Source: an optimization exercise on an open RTL-to-GDS flow (aim: small area, a short achievable clock period and few clock cycles per item). Production flows keep margins and buffers that such runs may drop.
Only simulation tests tie the RTL to the original design; equivalence was not proved.

== job 101 ==
==> flow/design.v (excerpt) <==
module vector_accel_speed_limiter_top
(
    input  logic               clk,
    input  logic               rst_n,
    input  logic               cfg_we,
    input  logic [1:0]         cfg_index,
    input  logic [15:0]        cfg_data,
    input  logic               in_valid,
    output logic               in_ready,
    input  logic [2:0]         op,
    input  logic signed [15:0] target_vx,
    input  logic signed [15:0] target_vy,
    output logic               out_valid,
    input  logic               out_ready,
    output logic signed [15:0] vel_x_out,
    output logic signed [15:0] vel_y_out,
    output logic signed [31:0] pos_x_out,
    output logic signed [31:0] pos_y_out,
    output logic signed [15:0] acc_x_out,
    output logic signed [15:0] acc_y_out
);
clock: 12.0 ns
lec_check: 0
cap_margin: 20
core_margin: 2
core_utilization: 55
setup_slack_margin: 5
slew_margin: 20
run.sh (not shown) runs the stock make flow with config.mk's settings and CLKGATE_MAP_FILE= SYNTH_SCRIPT=/design/flow/synth_recipe.tcl, a recipe that flattens the netlist after the stock synthesis.
Testbench counts of job 101, summed over its fixed seeds: cycles 53,142, items 4,800.
The inputs of job 102 differ from those of job 101 as listed below.
Settings: CORE_UTILIZATION: 55 -> 40.
--- outcome ---
- The final reports for job 102 and job 101 show layout overhead on the synthesized area lower in the former.
- Job 101 has a higher number of antenna violations at the first check in global routing than job 102.
- Compared with job 101, in job 102 final area level, starting density of the core shrank by 15 points.
- Job 102 has post-cts repair resize count below what job 101 had.
- Comparing met2 routed wirelength for job 101 and job 102, the smaller number came from job 101.
- Looking at launch point of the worst path, the b_r[12]$_DFFE_PP_ result is from job 101; the spd_mode$_DFF_PN0_ one comes from job 102.
- Run comparison: job 101 worst setup path endpoint xr_r[15]$_DFFE_PP_; job 102 worst setup path endpoint yr_r[14]$_DFFE_PP_
- Higher aggregate global-route resource usage was reported by job 101, not job 102.
Input-level comparison between job 103 and job 102:
Settings: setting ABC_AREA to 1 for the first time.
Job 103 vs job 102: buffer count excluding the clock tree in the final layout down. The run showing the smaller synthesized net count is job 102. [job 103 vs job 102] adder and majority cell fraction of the synthesized area: lower in job 103. Compare job 102 and job 103 | final cell count higher: job 103.

run Z:
vector_accel_speed_limiter_top, a different RTL version from the one above (not shown whole).
For scale: about 190 I/O pins, roughly 51,000 µm² of cells after synthesis.
==> flow/config.mk <==
export PLATFORM = sky130hd
export DESIGN_NAME = vector_accel_speed_limiter_top
export DESIGN_NICKNAME = vector_accel_speed_limiter_top
export VERILOG_FILES = /design/flow/design.v
export SDC_FILE = /design/flow/constraint.sdc
export NUM_CORES = 4
export LEC_CHECK = 0
export CAP_MARGIN = 20
export CORE_MARGIN = 2
export CORE_UTILIZATION = 40
export SLEW_MARGIN = 20
==> flow/constraint.sdc <==
create_clock -name core_clock -period 12.0 [get_ports {clk}]
set_input_delay 2.4000 -clock core_clock [delete_from_list [all_inputs] [get_ports {clk}]]
set_output_delay 2.4000 -clock core_clock [all_outputs]
set_load 0.01 [all_outputs]
Run Z: done, clean on timing, DRC and antenna
Testbench counts of run Z, summed over its fixed seeds: cycles 71,566, items 4,800.
--- input diff run Z..run A ---
# run Z
export LEC_CHECK = 0
export CAP_MARGIN = 20
export CORE_MARGIN = 2
export CORE_UTILIZATION = 40
export SLEW_MARGIN = 20
create_clock -name core_clock -period 12.0 [get_ports {clk}]
# run A
export LEC_CHECK = 0
export CAP_MARGIN = 20
export CORE_MARGIN = 2
export CORE_UTILIZATION = 40
export SETUP_SLACK_MARGIN = 4
export SLEW_MARGIN = 20
create_clock -name core_clock -period 12.0 [get_ports {clk}]
- Against run Z, detailed route wirelength on metal2 in run A rose by a few percent.
- The final routed wirelength across all metal layers reported for run A is greater than that of run Z by 1.1%.
- The standard cells in run A occupy more silicon area than those in run Z do.
- On run A: global-route met2 utilization is 0.61 points higher than what run Z gave.
- Slew at the pin closest to its max-slew limit (run A over run Z): increase, 0.041 ns
- Portion of the layout cell area used by clock cells for run A is lower than for run Z.
- End-of-flow core utilization for run A: 3.7 points up relative to run Z
- Ratio of cells with drive above 1 in the final layout on run A is up relative to run Z.
- On hold slack, run A does worse than run Z.
- [compare] base=run Z new=run A: total of fill cells in the finished design went down by about 4%.

Another version of the RTL of vector_accel_speed_limiter_top (not shown whole).
For scale: ~8700 cells after synthesis, roughly 480 flip-flops, roughly 190 I/O pins, about 62000 um^2 of cells after synthesis.
==> flow/design.v (excerpt) <==
module vector_accel_speed_limiter_top
(
    input  logic               clk,
    input  logic               rst_n,
    input  logic               cfg_we,
    input  logic [1:0]         cfg_index,
    input  logic [15:0]        cfg_data,
    input  logic               in_valid,
    output logic               in_ready,
    input  logic [2:0]         op,
    input  logic signed [15:0] target_vx,
    input  logic signed [15:0] target_vy,
    output logic               out_valid,
    input  logic               out_ready,
    output logic signed [15:0] vel_x_out,
    output logic signed [15:0] vel_y_out,
    output logic signed [31:0] pos_x_out,
    output logic signed [31:0] pos_y_out,
    output logic signed [15:0] acc_x_out,
    output logic signed [15:0] acc_y_out
);
Settings: LEC_CHECK=0, ABC_AREA=1, CAP_MARGIN=20, CORE_MARGIN=2, CORE_UTILIZATION=40, SETUP_SLACK_MARGIN=5, SLEW_MARGIN=20; clock period 12.0 ns.
Testbench counts at the start, summed over its fixed seeds: cycles 53,174, items 4,800.
Change:
- CORE_UTILIZATION: 40 -> 55
- TNS_END_PERCENT: unset -> 30
Result: Worst setup slack degrades by 0.19 ns. Cell area decreases by 1.7%. Via count is about the same. Global-route usage rose by 10 points. Wire length is lower by 2.6%. Clock-buffer cell count fell by 12. Flip-flop and latch count is unchanged.

-- separate check: timing with driven ports --
In the flow no input, the clock included, has a driving cell. The finished layouts below were timed again as built, in two steps. Step 1 (the two cells are an assumption about what drives the block):
set clk [get_ports {clk}]
set_driving_cell -lib_cell sky130_fd_sc_hd__clkbuf_16 $clk
set_driving_cell -lib_cell sky130_fd_sc_hd__buf_2 [delete_from_list [all_inputs] $clk]
Step 2, shift: input delay + t, output delay - t, t = (earliest + latest rising clock arrival at the registers) / 2. This alone moves slack from input paths to output paths. Three values: no drivers, after step 1, after step 2; two values: the first two.
| run | t (ns) | setup slack, ns | worst hold slack (ns) | latest minus earliest clock arrival (ns) |
|---|---|---|---|---|
| job 101 | 0.764 | 4.106 / 4.106 / 4.106 | 0.488 / 0.488 / 0.488 | 0.055 / 0.055 |
| job 102 | 0.752 | 4.007 / 4.007 / 4.007 | 0.502 / 0.502 / 0.502 | 0.039 / 0.039 |
| job 103 | 0.740 | 4.681 / 4.681 / 4.681 | 0.475 / 0.475 / 0.475 | 0.068 / 0.068 |
| run Z | 0.756 | 1.224 / 1.224 / 1.224 | 0.494 / 0.494 / 0.494 | 0.043 / 0.043 |
| run A | 0.754 | 2.922 / 2.922 / 2.922 | 0.478 / 0.478 / 0.478 | 0.039 / 0.039 |
| the first run of note 3 | 0.788 | 5.256 / 5.256 / 4.826 | 0.487 / 0.487 / 0.487 | 0.073 / 0.073 |
| the second run of note 3 | 0.752 | 5.063 / 5.063 / 4.839 | 0.497 / 0.497 / 0.497 | 0.066 / 0.067 |
After both steps every run listed still meets setup and hold. The setup slack of the first run of note 3, which loses most, moves by 0.000 ns with the drivers and by -0.430 ns with both steps.
